This is an optimization exercise on Yosys and OpenROAD, whose aim is small area, a short achievable clock period and few clock cycles per item, not a production implementation. At most, simulation tests tie the RTL to the original design; equivalence was not proved. Power is estimated from default activity; no workload was simulated.

==> module wqe_fetch_top, before the edit <==
module wqe_fetch_top
#(
    parameter int MAX_QP   = 16,
    parameter int SQ_DEPTH = 4096,
    parameter int BODY     = 32          
)(
    input  logic                  clk,
    input  logic                  rst_n,
    output logic                  o_fetch_ready,
    input  logic                  i_arbit_val,
    input  logic [QPID_WIDTH-1:0] i_qp_idx,
    input  logic [MAX_QP-1:0]     i_active,
    input  logic [MAX_QP-1:0]     i_wqe_cache_alfull,
    input  logic [ADDR_WIDTH-1:0] i_sq_base,
    output logic [ADDR_WIDTH-1:0] o_axi_araddr,
    output logic                  o_axi_arvalid,
    input  logic                  i_axi_arready,
    input  logic [WQE_WIDTH-1:0]  i_axi_rdata,
    input  logic                  i_axi_rvalid,
    output logic                  o_axi_rready,
    output logic                  o_wqe_cache_wr,
    output logic [WQE_WIDTH-1:0]  o_wqe,
    input  logic [MAX_QP-1:0]     i_wqe_cache_full
);
    localparam int PI_WIDTH = $clog2(SQ_DEPTH);
    localparam int BA       = $clog2(BODY);
    localparam int OFF_LSB  = $clog2(WQE_BYTES);
    localparam int OFF_W    = ADDR_WIDTH - OFF_LSB;
    logic                  g_valid;
    logic [MAX_QP-1:0]     g_sel;       
    logic [QPID_WIDTH-1:0] g_qp;
    logic [PI_WIDTH-1:0]   sq_pi  [MAX_QP];
    logic                  pi_init;
    logic                  ar_valid;
    logic [OFF_W-1:0]      ar_addr;
    logic                  hd_vld;
    logic [MAX_QP-1:0]     hd_sel;      
    logic [QPID_WIDTH-1:0] hd_qp;
    logic [QPID_WIDTH-1:0] body [BODY];
    logic [BA:0]           bwp;
    logic [BA:0]           brp;
    logic                  req_ok_q;
    logic                  fr_a;
    logic                  grant;
    logic                  xfer;
    logic                  ar_fire;
    logic                  push;
    logic                  body_empty;   
    logic                  body_full;    
    logic                  to_head;
    logic [PI_WIDTH-1:0]   cur_pi;
    logic [QPID_WIDTH-1:0] hd_nxt;
    function automatic logic [OFF_W-1:0] prefix_add(input logic [OFF_W-1:0] a,
                                                    input logic [OFF_W-1:0] b);
        logic [OFF_W-1:0] g;
        logic [OFF_W-1:0] p;
        logic [OFF_W-1:0] gg;
        logic [OFF_W-1:0] pp;
        g  = a & b;
        p  = a ^ b;
        gg = g;
        pp = p;
        for (int l = 1; l < OFF_W; l = l * 2)
            for (int i = 0; i < OFF_W; i++)
                if ((i / l) % 2 == 1)
                begin
                    gg[i] = gg[i] | (pp[i] & gg[(i / l) * l - 1]);
                    pp[i] = pp[i] & pp[(i / l) * l - 1];
                end
        prefix_add = p ^ {gg[OFF_W-2:0], 1'b0};
    endfunction
    assign xfer          = g_valid & ~body_full & (~ar_valid | i_axi_arready);
    assign o_fetch_ready = fr_a | (req_ok_q & ~body_full & i_axi_arready);
    logic                  req_ok;
    logic                  g_valid_d;
    logic                  ar_valid_d;
    logic [BA:0]           bwp_d;
    logic [BA:0]           brp_d;
    logic                  body_full_d;
    logic                  body_empty_d;
    assign req_ok      = (|i_active) & ~(&i_wqe_cache_alfull);
    assign g_valid_d   = grant | (g_valid & ~xfer);
    assign ar_valid_d  = xfer | (ar_valid & ~ar_fire);
    assign bwp_d       = bwp + (BA+1)'(xfer & ~to_head);
    assign brp_d       = brp + (BA+1)'(push & ~body_empty);
    assign body_full_d  = (bwp_d == {~brp_d[BA], brp_d[BA-1:0]});
    assign body_empty_d = (bwp_d == brp_d);
    assign grant         = i_arbit_val & o_fetch_ready;
    assign ar_fire       = ar_valid & i_axi_arready;
    always_comb
    begin
        cur_pi = '0;
        g_qp   = '0;
        for (int q = 0; q < MAX_QP; q++)
        begin
            if (g_sel[q])
                cur_pi = cur_pi | sq_pi[q];
            if (g_sel[q])
                g_qp = g_qp | QPID_WIDTH'(q);
        end
    end
    assign to_head       = ~hd_vld | (push & body_empty);
    always_ff @(posedge clk or negedge rst_n)
    begin
        if (!rst_n)
        begin
            g_valid  <= 1'b0;
            pi_init  <= 1'b0;
            ar_valid <= 1'b0;
            hd_vld   <= 1'b0;
            bwp      <= '0;
            brp      <= '0;
            req_ok_q <= 1'b0;
            fr_a     <= 1'b0;
            body_full  <= 1'b0;
            body_empty <= 1'b1;
        end
        else
        begin
            req_ok_q <= req_ok;
            fr_a     <= req_ok & (~g_valid_d | (~body_full_d & ~ar_valid_d));
            body_full  <= body_full_d;
            body_empty <= body_empty_d;
            if (grant)
                g_valid <= 1'b1;
            else if (xfer)
                g_valid <= 1'b0;
            pi_init  <= 1'b1;
            if (xfer)
                ar_valid <= 1'b1;
            else if (ar_fire)
                ar_valid <= 1'b0;
            if (xfer)
                hd_vld <= 1'b1;
            else if (push & body_empty)
                hd_vld <= 1'b0;
            bwp <= bwp_d;
            brp <= brp_d;
        end
    end
    always_ff @(posedge clk)
    begin
        if (grant)
            g_sel <= MAX_QP'(1) << i_qp_idx;
        for (int q = 0; q < MAX_QP; q++)
            if (~pi_init | (xfer & g_sel[q]))
                sq_pi[q] <= pi_init ? cur_pi + 1'b1 : '0;
        if (xfer)
        begin
            ar_addr <= prefix_add(i_sq_base[ADDR_WIDTH-1:OFF_LSB], OFF_W'({g_qp, cur_pi}));
        end
        if (xfer & ~to_head)
            body[bwp[BA-1:0]] <= g_qp;
        if ((xfer & to_head) | push)
        begin
            hd_sel <= MAX_QP'(1) << hd_nxt;
        end
    end
    assign o_axi_arvalid = ar_valid;
    assign o_axi_araddr  = {ar_addr, i_sq_base[OFF_LSB-1:0]};
    assign hd_nxt = (xfer & to_head) ? g_qp : body[brp[BA-1:0]];
    always_comb
    begin
        hd_qp = '0;
        for (int q = 0; q < MAX_QP; q++)
            if (hd_sel[q])
                hd_qp = hd_qp | QPID_WIDTH'(q);
    end
    assign o_wqe_cache_wr = i_axi_rvalid & hd_vld;
    assign o_axi_rready   = ~|(i_wqe_cache_full & hd_sel);
    assign push           = o_wqe_cache_wr & o_axi_rready;
    assign o_wqe          = {{PAD_WIDTH{1'b0}}, hd_qp, i_axi_rdata[QPID_LSB-1:0]};
endmodule
Settings: LEC_CHECK=0, CAP_MARGIN=0, CORE_AREA=10 10 410 410, DIE_AREA=0 0 420 420, SETUP_SLACK_MARGIN=4.2, SLEW_MARGIN=0; clock period 8.0 ns.
standard.sh (not shown) runs the stock make flow with config.mk's settings and CLKGATE_MAP_FILE= SYNTH_SCRIPT=/design/flow/synth_recipe.tcl, a recipe that flattens the netlist after the stock synthesis.
==> flow/flow/run.sh <==
#!/bin/bash
# Standard layout with four changes: port buffers are buf_1, constant outputs share
# tie cells through per-port buffers (flow/ties.tcl), o_axi_rready gets a shallow
# cone of its own (flow/rready.tcl), and CTS adds no dummy loads.
set -euo pipefail
here=$(pwd)
export BUFFER_PORTS_ARGS="-buffer_cell sky130_fd_sc_hd__buf_1"
export POST_GLOBAL_PLACE_TCL=$here/flow/ties.tcl
export POST_FLOORPLAN_TCL=$here/flow/rready.tcl
export CTS_ARGS="-sink_clustering_enable -repair_clock_nets -dont_use_dummy_load -buf_list {sky130_fd_sc_hd__clkbuf_4 sky130_fd_sc_hd__clkbuf_8} -sink_clustering_size 10 -sink_clustering_max_diameter 50"
bash standard.sh > standard.log 2>&1
Other scripts of this flow, unchanged in this note and not shown: flow/flow/rready.tcl, flow/flow/ties.tcl
The starting point finished clean.
Testbench counts at the start, summed over its fixed seeds: cycles 11,267, items 8,000.
Change:
--- a/flow/design.v
+++ b/flow/design.v
@@ -51,5 +51,4 @@
     localparam int OFF_W    = ADDR_WIDTH - OFF_LSB;
     logic                  g_valid;
-    logic [MAX_QP-1:0]     g_sel;       
     logic [QPID_WIDTH-1:0] g_qp;
     logic [PI_WIDTH-1:0]   sq_pi  [MAX_QP];
@@ -111,16 +110,5 @@
     assign grant         = i_arbit_val & o_fetch_ready;
     assign ar_fire       = ar_valid & i_axi_arready;
-    always_comb
-    begin
-        cur_pi = '0;
-        g_qp   = '0;
-        for (int q = 0; q < MAX_QP; q++)
-        begin
-            if (g_sel[q])
-                cur_pi = cur_pi | sq_pi[q];
-            if (g_sel[q])
-                g_qp = g_qp | QPID_WIDTH'(q);
-        end
-    end
+    assign cur_pi        = sq_pi[g_qp];
     assign to_head       = ~hd_vld | (push & body_empty);
     always_ff @(posedge clk or negedge rst_n)
@@ -165,7 +153,7 @@
     begin
         if (grant)
-            g_sel <= MAX_QP'(1) << i_qp_idx;
+            g_qp <= i_qp_idx;
         for (int q = 0; q < MAX_QP; q++)
-            if (~pi_init | (xfer & g_sel[q]))
+            if (~pi_init | (xfer & (g_qp == QPID_WIDTH'(q))))
                 sq_pi[q] <= pi_init ? cur_pi + 1'b1 : '0;
         if (xfer)
=>
- final area went up by 8.5%
- sequential share of layout area came out lower by 5.9 points
- utilization went up by 1.1 points
- power fell by 8.9%
- worst hold slack degrades by 0.0088 ns
- worst setup slack got worse by 0.12 ns
- register-to-register slack is worse by 0.30 ns
- die area is unchanged
- global-route usage climbs by 0.98 points
- sequential power went down by 16%
- flip-flop and latch count went down by 12
- fmax fell by 3.0%
Only the layout flow was run in the second run of this note; the RTL was not checked for function there.

-- separate check: timing with driven ports --
No port has a modelled driver above. Below, the same layouts with a new extraction and two added sets of constraints. Step 1 (the two cells are an assumption about what drives the block):
set clk [get_ports {clk}]
set_driving_cell -lib_cell sky130_fd_sc_hd__clkbuf_16 $clk
set_driving_cell -lib_cell sky130_fd_sc_hd__buf_2 [delete_from_list [all_inputs] $clk]
Step 2 adds t to the input delays and takes it off the output delays; t is the mean of the earliest and latest rising clock arrival at the registers after step 1. Input paths then give back, and output paths get back, about the clock's delay inside the block. Slacks: ideal ports / drivers / drivers and shift; pairs: ideal ports / drivers.
| run | t (ns) | setup slack, ns | worst hold slack (ns) |
|---|---|---|---|
| the first run | 0.651 | 4.147 / 4.129 / 3.523 | 0.525 / 0.525 / 0.525 |
| the second run | 0.643 | 4.027 / 4.027 / 3.637 | 0.516 / 0.516 / 0.516 |
After both steps every run listed still meets setup and hold. The setup slack of the first run, which loses most, moves by -0.018 ns with the drivers and by -0.624 ns with both steps.
